What follows belongs to an exercise in optimizing a design on an open flow for small area and few clock cycles; a production flow would make more cautious choices. The RTL was checked by simulation tests, not by an equivalence proof against the original design. Power is estimated from default activity; no workload was simulated.

Setup of old:
// dcache_top
module dcache_top (
	input  wire        clk,
	input  wire        rst_n,
	input  wire        dp_ren,
	input  wire        dp_wen,
	input  wire [31:0] dp_addr,
	input  wire [31:0] dp_store,
	input  wire        halt,
	output wire        dp_hit,
	output wire [31:0] dp_load,
	output wire        flushed,
	output wire        mem_ren,
	output wire        mem_wen,
	output wire [31:0] mem_addr,
	output wire [31:0] mem_store,
	input  wire        mem_dwait,
	input  wire [31:0] mem_load
);
export LEC_CHECK = 0
export CAP_MARGIN = 20
export CORE_MARGIN = 2
export CORE_UTILIZATION = 60
export CTS_BUF_LIST = sky130_fd_sc_hd__clkbuf_8
export CTS_CLUSTER_DIAMETER = 80
export CTS_CLUSTER_SIZE = 15
export SLEW_MARGIN = 20
create_clock -name core_clock -period 11.0 [get_ports {clk}]
standard.sh (not shown) runs the stock make flow with config.mk's settings and CLKGATE_MAP_FILE= SYNTH_SCRIPT=/design/flow/synth_recipe.tcl, a recipe that flattens the netlist after the stock synthesis.
==> flow/flow/run.sh <==
#!/bin/bash
# Standard ORFS layout, with two sizing changes:
#  - port buffers are plain buf_1 cells instead of the platform's default pick
#  - timing repair may resize a cell into a different footprint
# The make output goes to flow_make.log in the work folder.
set -euo pipefail
bash standard.sh MATCH_CELL_FOOTPRINT=0 "BUFFER_PORTS_ARGS=-buffer_cell sky130_fd_sc_hd__buf_1" finish > flow_make.log 2>&1
Testbench counts of old, summed over its fixed seeds: cycles 38,848.
--- input diff old..new ---
Settings: setting PLACE_DENSITY to 0.8 for the first time.
[summary]
- On cell total after placement, new tracks old almost exactly.
- old vs new, slowest stage cell on the critical path: sky130_fd_sc_hd__buf_1 vs sky130_fd_sc_hd__a21oi_4
- Total power of new is higher than that of old.
- Between new and old, the standard cell area after detailed placement figures differ only marginally.
- Changes observed in new relative to old: non-clock buffer total of the final layout saw an increase, post-detailed-routing wire length decreased by 7.7 mm relative to the old numbers, total iterations of the first detailed-routing run fell by 7.
- new — core utilization 0.21 points higher, old as reference
- Against old as the reference, new delivers a higher final worst slack.

* * *

The RTL this note starts from:
==> flow/design.v <==
`default_nettype none
package dcache_pkg;
	localparam int word_width      = 32;
	localparam int num_ways        = 2;
	localparam int num_sets        = 8;
	localparam int index_width     = 3;
	localparam int tag_width       = 26;
	localparam int words_per_block = 2;
	localparam int num_frames      = 16;
endpackage
`default_nettype wire
`timescale 1ns/1ps
`default_nettype none
module dcache (
	input  logic        clk,
	input  logic        rst_n,
	input  logic        dp_ren,
	input  logic        dp_wen,
	input  logic [31:0] dp_addr,
	input  logic [31:0] dp_store,
	input  logic        halt,
	output logic        dp_hit,
	output logic [31:0] dp_load,
	output logic        flushed,
	output logic        mem_ren,
	output logic        mem_wen,
	output logic [31:0] mem_addr,
	output logic [31:0] mem_store,
	input  logic        mem_dwait,
	input  logic [31:0] mem_load
);
	logic [25:0] tag_q  [16];   
	logic [31:0] data_q [32];   
	logic [15:0] valid_q;       
	logic [31:0] dirty_q;       
	logic [7:0]  lru_q;         
	logic [1:0]  fv_q;          
	logic [1:0]  fk_q;          
	logic [25:0] ft_q [2];
	logic [2:0]  fs_q [2];
	logic [1:0]  fw_q;          
	logic [1:0]  fb_q;          
	logic        fgo_q;         
	logic [7:0]  flset_q;
	logic        req;
	logic [25:0] dtag;
	logic [2:0]  didx;
	logic        dw;
	assign req  = dp_ren | dp_wen;
	assign dtag = dp_addr[31:6];
	assign didx = dp_addr[5:3];
	assign dw   = dp_addr[2];
	logic [7:0]  set_oh;
	always_comb begin
		for (int i = 0; i < 8; i++) begin
			set_oh[i] = halt ? flset_q[i] : (didx == 3'(i));
		end
	end
	logic [25:0] tag_r [2];         
	logic [31:0] data_r [2][2];     
	logic [1:0]  valid_r;
	logic [3:0]  dirty_r;           
	always_comb begin
		for (int w = 0; w < 2; w++) begin
			tag_r[w] = '0;
			for (int s = 0; s < 8; s++) begin
				tag_r[w] = tag_r[w] | ({26{set_oh[s]}} & tag_q[2 * s + w]);
			end
			for (int b = 0; b < 2; b++) begin
				data_r[w][b] = '0;
				for (int s = 0; s < 8; s++) begin
					data_r[w][b] = data_r[w][b] | ({32{set_oh[s]}} & data_q[4 * s + 2 * w + b]);
				end
			end
		end
		valid_r = '0;
		dirty_r = '0;
		for (int s = 0; s < 8; s++) begin
			valid_r = valid_r | ({2{set_oh[s]}} & valid_q[2 * s +: 2]);
			dirty_r = dirty_r | ({4{set_oh[s]}} & dirty_q[4 * s +: 4]);
		end
	end
	logic        m0, m1, hit, hw;
	assign m0  = valid_r[0] && (tag_r[0] == dtag);
	assign m1  = valid_r[1] && (tag_r[1] == dtag);
	assign hit = m0 | m1;
	assign hw  = m1;
	logic        victim;
	logic        dv_c, dv_o, wb_need;
	logic        wword;
	logic [1:0] nd0, nd1;
	assign nd0     = 2'(dirty_r[0]) + 2'(dirty_r[1]);
	assign nd1     = 2'(dirty_r[2]) + 2'(dirty_r[3]);
	assign victim  = !valid_r[0] ? 1'b0 : (!valid_r[1] ? 1'b1 :
	                 (nd0 < nd1) ? 1'b0 : ((nd1 < nd0) ? 1'b1 : lru_q[didx]));
	assign dv_c    = dirty_r[{victim, dw}];
	assign dv_o    = dirty_r[{victim, ~dw}];
	assign wb_need = dv_c | dv_o;
	assign wword   = dv_c ? dw : ~dw;
	logic        fl_any;
	logic        fl_way, fl_word;
	logic        any_dirty;
	assign fl_any    = |dirty_r;
	assign fl_way    = !(dirty_r[0] | dirty_r[1]);
	assign fl_word   = fl_way ? !dirty_r[2] : !dirty_r[0];
	assign any_dirty = |dirty_q;
	logic        wb_way, wb_word;
	assign wb_way  = halt ? fl_way  : victim;
	assign wb_word = halt ? fl_word : wword;
	logic [1:0]  pend_e;
	logic        pend, busy, miss_go, fill_go, fill_done;
	always_comb begin
		for (int e = 0; e < 2; e++) begin
			pend_e[e] = fv_q[e] && !fk_q[e] && (fs_q[e] == didx) && (fw_q[e] == hw) && (fb_q[e] == dw);
		end
	end
	assign pend = |pend_e;
	assign busy = (fv_q[0] && (fs_q[0] == didx) && (fw_q[0] == victim)) ||
	              (fv_q[1] && (fs_q[1] == didx) && (fw_q[1] == victim));
	assign miss_go   = !fgo_q && req && !hit && !busy && (wb_need || (dp_ren && !fv_q[1]));
	assign fill_go   = fgo_q || (fv_q[0] && !miss_go);
	assign fill_done = fill_go && !mem_dwait;
	logic        fill_wr;    
	logic        hit_ok;     
	logic        miss_ok;    
	logic        clr_en;     
	logic        kill;
	always_comb begin
		hit_ok  = 1'b0;
		miss_ok = 1'b0;
		kill    = 1'b0;
		if (req && hit) begin
			if (dp_wen) begin
				hit_ok = pend_e[0] || !(fill_done && !fk_q[0]);
				kill   = hit_ok && pend;
			end else begin
				hit_ok = !pend || (pend_e[0] && fill_done);
			end
		end else if (req && !busy && !wb_need) begin
			miss_ok = dp_wen ? (!fv_q[1] && !(fill_done && !fk_q[0])) : (miss_go && !mem_dwait);
		end
	end
	assign fill_wr = fill_done && !fk_q[0] && !(kill && pend_e[0]);
	assign clr_en  = mem_wen && !mem_dwait;
	assign dp_hit  = hit_ok || miss_ok;
	assign flushed = halt && !any_dirty && !fv_q[0];
	always_comb begin
		if (hit && !pend) begin
			dp_load = hw ? data_r[1][dw] : data_r[0][dw];
		end else begin
			dp_load = mem_load;
		end
	end
	always_comb begin
		mem_ren   = 1'b0;
		mem_wen   = 1'b0;
		mem_store = data_r[wb_way][wb_word];
		if (fill_go) begin
			mem_ren  = 1'b1;
			mem_addr = {ft_q[0], fs_q[0], fb_q[0], 2'b00};
		end else if (halt) begin
			mem_wen  = fl_any && !fv_q[0];
			mem_addr = {tag_r[fl_way], flset_idx(flset_q), fl_word, 2'b00};
		end else if (wb_need) begin
			mem_wen  = miss_go;
			mem_addr = {tag_r[victim], didx, wword, 2'b00};
		end else begin
			mem_ren  = miss_go;
			mem_addr = {dtag, didx, dw, 2'b00};
		end
	end
	function automatic logic [2:0] flset_idx(input logic [7:0] oh);
		flset_idx = 3'd0;
		for (int i = 0; i < 8; i++) begin
			if (oh[i]) flset_idx = flset_idx | 3'(i);
		end
	endfunction
	logic        wr_way;
	logic [31:0] wdata;
	logic [31:0] wr_en;
	assign wr_way = m1 | (!m0 & victim);
	assign wdata  = (dp_wen && !fill_wr) ? dp_store : mem_load;
	always_comb begin
		for (int i = 0; i < 32; i++) begin
			wr_en[i] = (fill_wr && (i == {fs_q[0], fw_q[0], fb_q[0]})) ||
			           ((hit_ok && dp_wen || miss_ok) && (i == {didx, wr_way, dw}));
		end
	end
	logic fq_new0;
	assign fq_new0 = !fv_q[0] || (fill_done && !fv_q[1]);
	always_ff @(posedge clk) begin
		for (int i = 0; i < 32; i++) begin
			if (wr_en[i]) data_q[i] <= wdata;
		end
		if (miss_ok) begin
			tag_q[{didx, victim}] <= dtag;
		end
		if (fill_done) begin
			ft_q[0] <= ft_q[1];
			fs_q[0] <= fs_q[1];
		end
		if (miss_ok) begin
			if (fq_new0) begin
				ft_q[0] <= dtag;
				fs_q[0] <= didx;
			end else begin
				ft_q[1] <= dtag;
				fs_q[1] <= didx;
			end
		end
	end
	always_ff @(posedge clk, negedge rst_n) begin
		if (!rst_n) begin
			valid_q <= '0;
			dirty_q <= '0;
			lru_q   <= '0;
			fv_q    <= '0;
			fk_q    <= '0;
			fw_q    <= '0;
			fb_q    <= '0;
			fgo_q   <= 1'b0;
			flset_q <= 8'd1;
		end else begin
			if (miss_ok) begin
				valid_q[{didx, victim}] <= 1'b1;
			end
			if (clr_en) begin
				dirty_q[{(halt ? flset_idx(flset_q) : didx), wb_way, wb_word}] <= 1'b0;
			end
			if (dp_hit && dp_wen) begin
				dirty_q[{didx, wr_way, dw}] <= 1'b1;
			end
			if (dp_hit) begin
				lru_q[didx] <= ~wr_way;
			end
			begin
				logic [1:0] v, k, w, b;
				v = fv_q;
				k = fk_q | ({2{kill}} & pend_e);
				w = fw_q;
				b = fb_q;
				if (fill_done) begin
					v = {1'b0, v[1]};
					k = {1'b0, k[1]};
					w = {1'b0, w[1]};
					b = {1'b0, b[1]};
				end
				if (miss_ok) begin
					if (!v[0]) begin
						v[0] = 1'b1;
						k[0] = 1'b0;
						w[0] = victim;
						b[0] = ~dw;
					end else begin
						v[1] = 1'b1;
						k[1] = 1'b0;
						w[1] = victim;
						b[1] = ~dw;
					end
				end
				fv_q <= v;
				fk_q <= k;
				fw_q <= w;
				fb_q <= b;
			end
			fgo_q <= fill_go && mem_dwait;
			if (halt && !fv_q[0] && !fl_any) begin
				flset_q <= {flset_q[6:0], flset_q[7]};
			end
		end
	end
endmodule
`default_nettype wire
`timescale 1ns/1ps
`default_nettype none
module dcache_top (
	input  wire        clk,
	input  wire        rst_n,
	input  wire        dp_ren,
	input  wire        dp_wen,
	input  wire [31:0] dp_addr,
	input  wire [31:0] dp_store,
	input  wire        halt,
	output wire        dp_hit,
	output wire [31:0] dp_load,
	output wire        flushed,
	output wire        mem_ren,
	output wire        mem_wen,
	output wire [31:0] mem_addr,
	output wire [31:0] mem_store,
	input  wire        mem_dwait,
	input  wire [31:0] mem_load
);
	dcache i_dcache (
		.clk       (clk),
		.rst_n     (rst_n),
		.dp_ren    (dp_ren),
		.dp_wen    (dp_wen),
		.dp_addr   (dp_addr),
		.dp_store  (dp_store),
		.halt      (halt),
		.dp_hit    (dp_hit),
		.dp_load   (dp_load),
		.flushed   (flushed),
		.mem_ren   (mem_ren),
		.mem_wen   (mem_wen),
		.mem_addr  (mem_addr),
		.mem_store (mem_store),
		.mem_dwait (mem_dwait),
		.mem_load  (mem_load)
	);
endmodule
`default_nettype wire
Settings: LEC_CHECK=0, CAP_MARGIN=5, CORE_MARGIN=2, CORE_UTILIZATION=60, CTS_CLUSTER_DIAMETER=150, CTS_CLUSTER_SIZE=24, SLEW_MARGIN=5; clock period 11.0 ns.
Scripts as last shown in full above: flow/flow/run.sh
Testbench counts at the start, summed over its fixed seeds: cycles 39,499.
Then changed:
- CAP_MARGIN: 5 -> 20
- CORE_UTILIZATION: 60 -> 70
- SLEW_MARGIN: 5 -> 20
Effect: The changed run ran to the end with no violations. Critical path depth does not change. Worst setup slack gets worse by 13 ps. Hold slack degrades by 4.6 ps. Final area fell slightly. Combinational power is about the same. Power barely changes. Clock power hardly moves.
Then changed:
==> flow/flow/run.sh (replaced) <==
#!/bin/bash
# Standard ORFS layout, with two sizing changes:
#  - port buffers are plain buf_2 cells instead of the platform's default pick
#  - timing repair may resize a cell into a different footprint
# The make output goes to flow_make.log in the work folder.
set -euo pipefail
bash standard.sh MATCH_CELL_FOOTPRINT=0 "BUFFER_PORTS_ARGS=-buffer_cell sky130_fd_sc_hd__buf_2" finish > flow_make.log 2>&1
- CTS_CLUSTER_SIZE: 24 -> 20
Final area is higher slightly.
Wire length rises slightly.
Worst setup slack is worse by 100 ps.
Then changed:
- CORE_UTILIZATION: 70 -> 60
What happened: Cell count went up by 4.1%. First-iteration DRC count came out lower by 16%. Core utilization decreases by 11 points. Global-route usage fell by 5.1 points. Die area increases by 16%.
Then changed:
==> flow/run.sh (new file) <==
#!/bin/bash
# synth_recipe.tcl (not shown) runs the flow's synth.tcl, then flattens the netlist and writes it again
# the make line also repeats each setting of config.mk as NAME=value (left out here)
make -C /OpenROAD-flow-scripts/flow DESIGN_CONFIG=/design/flow/config.mk WORK_HOME=/design/flow/orfs CLKGATE_MAP_FILE= SYNTH_SCRIPT=/design/flow/synth_recipe.tcl finish
removed: flow/flow/run.sh
removed: flow/standard.sh
=> Synthesized cell count is unchanged. Setup slack degrades by 310 ps. Synthesized area stays the same. Design area increases by 1.7%. Wire length decreases by 0.64%. Hold slack stays flat. Cell count increases by 0.43%. Via count hardly moves.

re-timing with driven ports:
Ports are ideal in the flow. The routed layouts listed here were re-timed in OpenROAD. Step 1 sets driving cells, clkbuf_16 on the clock port and buf_2 on the other inputs (assumed; they add their load-dependent delay and slew). Step 2 adds t to the input delays and takes it off the output delays; t is the mean of the earliest and latest rising clock arrival at the registers after step 1. Input paths then give back, and output paths get back, about the clock's delay inside the block. Three values: ideal ports, drivers, drivers and shift; two values: the first two.
| run | shift t [ns] | setup WS [ns] | worst register clock-pin slew, ns |
|---|---|---|---|
| old | 0.900 | 0.691 / 0.662 / 0.662 | 0.11 / 0.11 |
| new | 0.914 | 0.753 / 0.729 / 0.729 | 0.11 / 0.11 |
| the first run of note 2 | 0.762 | 0.280 / 0.254 / 0.254 | 0.11 / 0.11 |
| the second run of note 2 | 0.764 | 0.267 / 0.232 / 0.232 | 0.11 / 0.11 |
| the third run of note 2 | 0.772 | 0.165 / 0.131 / 0.131 | 0.09 / 0.09 |
| the fourth run of note 2 | 0.784 | 0.535 / 0.503 / 0.503 | 0.11 / 0.11 |
| the fifth run of note 2 | 0.781 | 0.228 / 0.197 / 0.197 | 0.10 / 0.10 |
After both steps setup and hold are still met in every run listed. For the second run of note 2, which loses most, drivers alone change the setup slack by -0.035 ns; drivers and shift together by -0.035 ns.
